From an optimization exercise on the open Yosys and OpenROAD flow, aimed at small area and a short achievable clock period; shortcuts taken in it are not production practice.
Function was checked by simulation only, so behaviour that the tests miss may differ from the original.
No activity file was given, so power comes from the tool's default toggle rates.

== main ==
Design branch_predictor, start of the top module:
module branch_predictor
#(
  parameter int XLEN    = 32,
  parameter int ENTRIES = 32,
  parameter int CNT_W   = 16
) (
  input  logic             clk,
  input  logic             reset,
  input  logic             enable,
  input  logic [XLEN-1:0]  lookup_pc,
  output logic             pred_taken,
  output logic [XLEN-1:0]  pred_target,
  input  logic             upd_valid,
  input  logic [XLEN-1:0]  upd_pc,
  input  logic             upd_taken,
  input  logic [XLEN-1:0]  upd_target,
  input  logic             upd_pred_taken,
  input  logic [XLEN-1:0]  upd_pred_target,
  output logic             mispredict,
  output logic [XLEN-1:0]  redirect_pc,
  output logic [CNT_W-1:0] mispredict_count
);
==> module branch_predictor, before the edit <==
module branch_predictor
#(
  parameter int XLEN    = 32,
  parameter int ENTRIES = 32,
  parameter int CNT_W   = 16
) (
  input  logic             clk,
  input  logic             reset,
  input  logic             enable,
  input  logic [XLEN-1:0]  lookup_pc,
  output logic             pred_taken,
  output logic [XLEN-1:0]  pred_target,
  input  logic             upd_valid,
  input  logic [XLEN-1:0]  upd_pc,
  input  logic             upd_taken,
  input  logic [XLEN-1:0]  upd_target,
  input  logic             upd_pred_taken,
  input  logic [XLEN-1:0]  upd_pred_target,
  output logic             mispredict,
  output logic [XLEN-1:0]  redirect_pc,
  output logic [CNT_W-1:0] mispredict_count
);
  localparam int IDX_W = $clog2(ENTRIES);
  localparam int TAG_W = XLEN - IDX_W - 2;
  logic [ENTRIES-1:0]             v_q;
  logic [ENTRIES-1:0]             p_q;
  logic [ENTRIES-1:0]             c0_q;
  logic [ENTRIES-1:0][TAG_W-1:0]  tag_q;
  logic [ENTRIES-1:0][XLEN-1:0]   tgt_q;
  logic [IDX_W-1:0] lk_idx;
  logic [TAG_W-1:0] lk_tag;
  logic [XLEN-1:0]  lk_tgt;
  assign lk_idx  = lookup_pc[IDX_W+1:2];
  assign lk_tag  = lookup_pc[XLEN-1:IDX_W+2];
  localparam int LGSZ = 2;
  localparam int LGB  = $clog2(LGSZ);
  localparam int NGRP = ENTRIES / LGSZ;
  localparam int RD_W = 1 + TAG_W + XLEN;
  logic [LGSZ-1:0]             lk_lo;
  logic [NGRP-1:0]             lk_hi;
  logic [NGRP-1:0][RD_W-1:0]   lk_grp;
  logic [NGRP-1:0]             lk_ghit;
  logic                        lk_hit;
  logic                        lk_gp;
  logic [TAG_W-1:0]            lk_gtag;
  logic [XLEN-1:0]             lk_gtgt;
  always_comb begin
    for (int k = 0; k < LGSZ; k++) lk_lo[k] = (lk_idx[LGB-1:0] == LGB'(k));
    for (int g = 0; g < NGRP; g++) lk_hi[g] = (lk_idx[IDX_W-1:LGB] == (IDX_W-LGB)'(g));
    lk_tgt = '0;
    lk_hit = 1'b0;
    for (int g = 0; g < NGRP; g++) begin
      lk_grp[g] = '0;
      for (int k = 0; k < LGSZ; k++)
        lk_grp[g] = lk_grp[g] | ({RD_W{lk_lo[k]}} & {p_q[LGSZ*g+k], tag_q[LGSZ*g+k], tgt_q[LGSZ*g+k]});
      {lk_gp, lk_gtag, lk_gtgt} = lk_grp[g];
      lk_ghit[g] = lk_gp && (lk_gtag == lk_tag);
      lk_tgt = lk_tgt | ({XLEN{lk_hi[g]}} & lk_gtgt);
      lk_hit = lk_hit | (lk_hi[g] & lk_ghit[g]);
    end
  end
  assign pred_taken  = !reset && lk_hit;
  assign pred_target = pred_taken ? lk_tgt : lookup_pc + XLEN'(4);
  assign mispredict  = upd_valid && !reset &&
                       ((upd_taken != upd_pred_taken) ||
                        (upd_taken && (upd_target != upd_pred_target)));
  assign redirect_pc = upd_taken ? upd_target : upd_pc + XLEN'(4);
  logic [IDX_W-1:0] up_idx;
  logic [TAG_W-1:0] up_tag;
  logic             up_hit;
  logic [1:0]       up_ctr;
  logic [1:0]       new_ctr;
  logic             wr;
  assign up_idx  = upd_pc[IDX_W+1:2];
  assign up_tag  = upd_pc[XLEN-1:IDX_W+2];
  localparam int UP_W  = 3 + TAG_W;
  localparam int UNGRP = ENTRIES / 4;
  logic [3:0]                  up_lo;
  logic [UNGRP-1:0]            up_hi;
  logic [UNGRP-1:0][UP_W-1:0]  up_grp;
  logic [UP_W-1:0]             up_rd;
  logic                        up_v;
  logic [TAG_W-1:0]            up_etag;
  always_comb begin
    for (int k = 0; k < 4; k++)    up_lo[k] = (up_idx[1:0] == 2'(k));
    for (int g = 0; g < UNGRP; g++) up_hi[g] = (up_idx[IDX_W-1:2] == (IDX_W-2)'(g));
    up_rd = '0;
    for (int g = 0; g < UNGRP; g++) begin
      up_grp[g] = '0;
      for (int k = 0; k < 4; k++)
        up_grp[g] = up_grp[g] | ({UP_W{up_lo[k]}} & {v_q[4*g+k], p_q[4*g+k], c0_q[4*g+k], tag_q[4*g+k]});
      up_rd = up_rd | ({UP_W{up_hi[g]}} & up_grp[g]);
    end
  end
  assign {up_v, up_ctr, up_etag} = up_rd;
  assign up_hit = up_v && (up_etag == up_tag);
  assign new_ctr = !up_hit  ? bp_pkg::WT :
                   upd_taken ? bp_pkg::sat_inc(up_ctr) : bp_pkg::sat_dec(up_ctr);
  assign wr      = upd_valid && enable && !reset;
  logic [ENTRIES-1:0] we_t;
  logic [ENTRIES-1:0] we_c;
  always_comb begin
    for (int i = 0; i < ENTRIES; i++) begin
      we_t[i] = wr && (up_idx == IDX_W'(i)) && upd_taken;
      we_c[i] = wr && (up_idx == IDX_W'(i)) && (upd_taken || up_hit);
    end
  end
  always_ff @(posedge clk or posedge reset) begin
    if (reset) begin
      v_q <= '0;
      p_q <= '0;
    end else begin
      for (int i = 0; i < ENTRIES; i++) begin
        if (we_t[i]) v_q[i] <= 1'b1;
        if (we_c[i]) p_q[i] <= new_ctr[1];
      end
    end
  end
  always_ff @(posedge clk) begin
    for (int i = 0; i < ENTRIES; i++) begin
      if (we_c[i]) c0_q[i] <= new_ctr[0];
      if (we_t[i]) begin
        tag_q[i] <= up_tag;
        tgt_q[i] <= upd_target;
      end
    end
  end
  bp_sat_counter #(
    .W(CNT_W)
  ) u_mispredict_cnt (
    .clk   (clk),
    .reset (reset),
    .inc   (mispredict && enable),
    .count (mispredict_count)
  );
endmodule
clock: 10.0 ns
lec_check: 0
cap_margin: 20
core_margin: 2
core_utilization: 40
cts_buf_list: sky130_fd_sc_hd__clkbuf_16
cts_cluster_diameter: 80
cts_cluster_size: 24
place_density: 0.75
setup_slack_margin: 3.5
slew_margin: 20
standard.sh (not shown) runs the stock make flow with config.mk's settings and CLKGATE_MAP_FILE= SYNTH_SCRIPT=/design/flow/synth_recipe.tcl, a recipe that flattens the netlist after the stock synthesis.
==> flow/flow/run.sh <==
#!/bin/bash
# Layout flow: the standard flow (standard.sh, all steps through finish),
# with the port buffers that global placement inserts made buf_2 cells
# instead of the flow's default choice. Every input and output port still
# gets its own buffer; everything else is the standard flow unchanged.
set -euo pipefail
export BUFFER_PORTS_ARGS="-buffer_cell sky130_fd_sc_hd__buf_2"
bash standard.sh finish > standard_flow.log 2>&1
Changes in the feature branch relative to main:
-- flow/design.v --
<<< main, line 65
  logic [IDX_W-1:0] lk_idx;
  logic [TAG_W-1:0] lk_tag;
  logic [XLEN-1:0]  lk_tgt;
  assign lk_idx  = lookup_pc[IDX_W+1:2];
  assign lk_tag  = lookup_pc[XLEN-1:IDX_W+2];
  localparam int LGSZ = 2;
  localparam int LGB  = $clog2(LGSZ);
  localparam int NGRP = ENTRIES / LGSZ;
  localparam int RD_W = 1 + TAG_W + XLEN;
  logic [LGSZ-1:0]             lk_lo;
  logic [NGRP-1:0]             lk_hi;
  logic [NGRP-1:0][RD_W-1:0]   lk_grp;
  logic [NGRP-1:0]             lk_ghit;
  logic                        lk_hit;
  logic                        lk_gp;
  logic [TAG_W-1:0]            lk_gtag;
  logic [XLEN-1:0]             lk_gtgt;
  always_comb begin
    for (int k = 0; k < LGSZ; k++) lk_lo[k] = (lk_idx[LGB-1:0] == LGB'(k));
    for (int g = 0; g < NGRP; g++) lk_hi[g] = (lk_idx[IDX_W-1:LGB] == (IDX_W-LGB)'(g));
    lk_tgt = '0;
    lk_hit = 1'b0;
    for (int g = 0; g < NGRP; g++) begin
      lk_grp[g] = '0;
      for (int k = 0; k < LGSZ; k++)
        lk_grp[g] = lk_grp[g] | ({RD_W{lk_lo[k]}} & {p_q[LGSZ*g+k], tag_q[LGSZ*g+k], tgt_q[LGSZ*g+k]});
      {lk_gp, lk_gtag, lk_gtgt} = lk_grp[g];
      lk_ghit[g] = lk_gp && (lk_gtag == lk_tag);
      lk_tgt = lk_tgt | ({XLEN{lk_hi[g]}} & lk_gtgt);
      lk_hit = lk_hit | (lk_hi[g] & lk_ghit[g]);
    end
  end
  assign pred_taken  = !reset && lk_hit;
  assign pred_target = pred_taken ? lk_tgt : lookup_pc + XLEN'(4);
  assign mispredict  = upd_valid && !reset &&
>>> the feature branch, line 65
  logic [IDX_W-1:0] lk_idx;
  logic [TAG_W-1:0] lk_tag;
  logic             lk_p;
  logic [TAG_W-1:0] lk_etag;
  logic [XLEN-1:0]  lk_tgt;
  assign lk_idx  = lookup_pc[IDX_W+1:2];
  assign lk_tag  = lookup_pc[XLEN-1:IDX_W+2];
  localparam int NGRP = ENTRIES / 4;
  localparam int RD_W = 1 + TAG_W + XLEN;
  logic [3:0]                  lk_lo;
  logic [NGRP-1:0]             lk_hi;
  logic [NGRP-1:0][RD_W-1:0]   lk_grp;
  logic [RD_W-1:0]             lk_rd;
  always_comb begin
    for (int k = 0; k < 4; k++)    lk_lo[k] = (lk_idx[1:0] == 2'(k));
    for (int g = 0; g < NGRP; g++) lk_hi[g] = (lk_idx[IDX_W-1:2] == (IDX_W-2)'(g));
    lk_rd = '0;
    for (int g = 0; g < NGRP; g++) begin
      lk_grp[g] = '0;
      for (int k = 0; k < 4; k++)
        lk_grp[g] = lk_grp[g] | ({RD_W{lk_lo[k]}} & {p_q[4*g+k], tag_q[4*g+k], tgt_q[4*g+k]});
      lk_rd = lk_rd | ({RD_W{lk_hi[g]}} & lk_grp[g]);
    end
  end
  assign {lk_p, lk_etag, lk_tgt} = lk_rd;
  assign pred_taken  = !reset && lk_p && (lk_etag == lk_tag);
  assign pred_target = pred_taken ? lk_tgt : lookup_pc + XLEN'(4);
  assign mispredict  = upd_valid && !reset &&
<<< main, line 109
  assign up_idx  = upd_pc[IDX_W+1:2];
  assign up_tag  = upd_pc[XLEN-1:IDX_W+2];
  localparam int UP_W  = 3 + TAG_W;
  localparam int UNGRP = ENTRIES / 4;
  logic [3:0]                  up_lo;
  logic [UNGRP-1:0]            up_hi;
  logic [UNGRP-1:0][UP_W-1:0]  up_grp;
  logic [UP_W-1:0]             up_rd;
  logic                        up_v;
>>> the feature branch, line 102
  assign up_idx  = upd_pc[IDX_W+1:2];
  assign up_tag  = upd_pc[XLEN-1:IDX_W+2];
  localparam int UP_W = 3 + TAG_W;
  logic [3:0]                  up_lo;
  logic [NGRP-1:0]             up_hi;
  logic [NGRP-1:0][UP_W-1:0]   up_grp;
  logic [UP_W-1:0]             up_rd;
  logic                        up_v;
<<< main, line 119
  always_comb begin
    for (int k = 0; k < 4; k++)    up_lo[k] = (up_idx[1:0] == 2'(k));
    for (int g = 0; g < UNGRP; g++) up_hi[g] = (up_idx[IDX_W-1:2] == (IDX_W-2)'(g));
    up_rd = '0;
    for (int g = 0; g < UNGRP; g++) begin
      up_grp[g] = '0;
      for (int k = 0; k < 4; k++)
>>> the feature branch, line 111
  always_comb begin
    for (int k = 0; k < 4; k++)    up_lo[k] = (up_idx[1:0] == 2'(k));
    for (int g = 0; g < NGRP; g++) up_hi[g] = (up_idx[IDX_W-1:2] == (IDX_W-2)'(g));
    up_rd = '0;
    for (int g = 0; g < NGRP; g++) begin
      up_grp[g] = '0;
      for (int k = 0; k < 4; k++)
## What came out
The feature branch finished every stage and its layout cleared the timing, DRC and antenna checks. main → the feature branch: switching power as a share of total power -0.44 points; number of register bits inferred by synthesis ~0 delta; total number of multi-input combinational cells decreased by about 20% relative to the old numbers; worst slack on hold paths closely matched the old numbers. Of the feature branch and main, the run reporting the higher overall via count from detail_route was main. Going from main to the feature branch, non-clock buffer instance count of the final layout now sits higher; logic gate share of total power has decreased. Post-route fraction of the period consumed by the critical path was lower in main than in the feature branch. Re power: main was lower than the feature branch. Wire: the feature branch routes less than main. Per the comparison of the feature branch with main, final setup slack of the worst path decreased 0.40 ns; floorplan die width decreased about 3%; portion of netlist area occupied by mux cells decreased 11 points.

[port drivers added, routing unchanged]
The flow's constraints put no driver on any port. The routed layouts listed below were extracted and timed again, unchanged, in two steps. Step 1 (the two cells are an assumption about what drives the block):
set clk [get_ports {clk}]
set_driving_cell -lib_cell sky130_fd_sc_hd__clkbuf_16 $clk
set_driving_cell -lib_cell sky130_fd_sc_hd__buf_2 [delete_from_list [all_inputs] $clk]
Step 2 moves the port delays by t, midway between the first and last clock arrival at a register: inputs arrive t later, outputs are due t later. That takes back most of the time a late clock gives input paths. Three values: ideal ports, drivers, drivers and shift; two values: the first two.
run | t, ns | setup slack, ns | worst setup path at the end | worst slew at a driven data input, ns | pins driven straight from the clock port
main | 0.847 | 2.600 / 2.211 / 2.211 | input to output | 0.45 | 1
the feature branch | 0.873 | 2.197 / 2.018 / 2.018 | input to output | 0.27 | 1
After both steps every run listed still meets setup and hold. For main, which loses most, drivers alone change the setup slack by -0.389 ns; drivers and shift together by -0.389 ns.
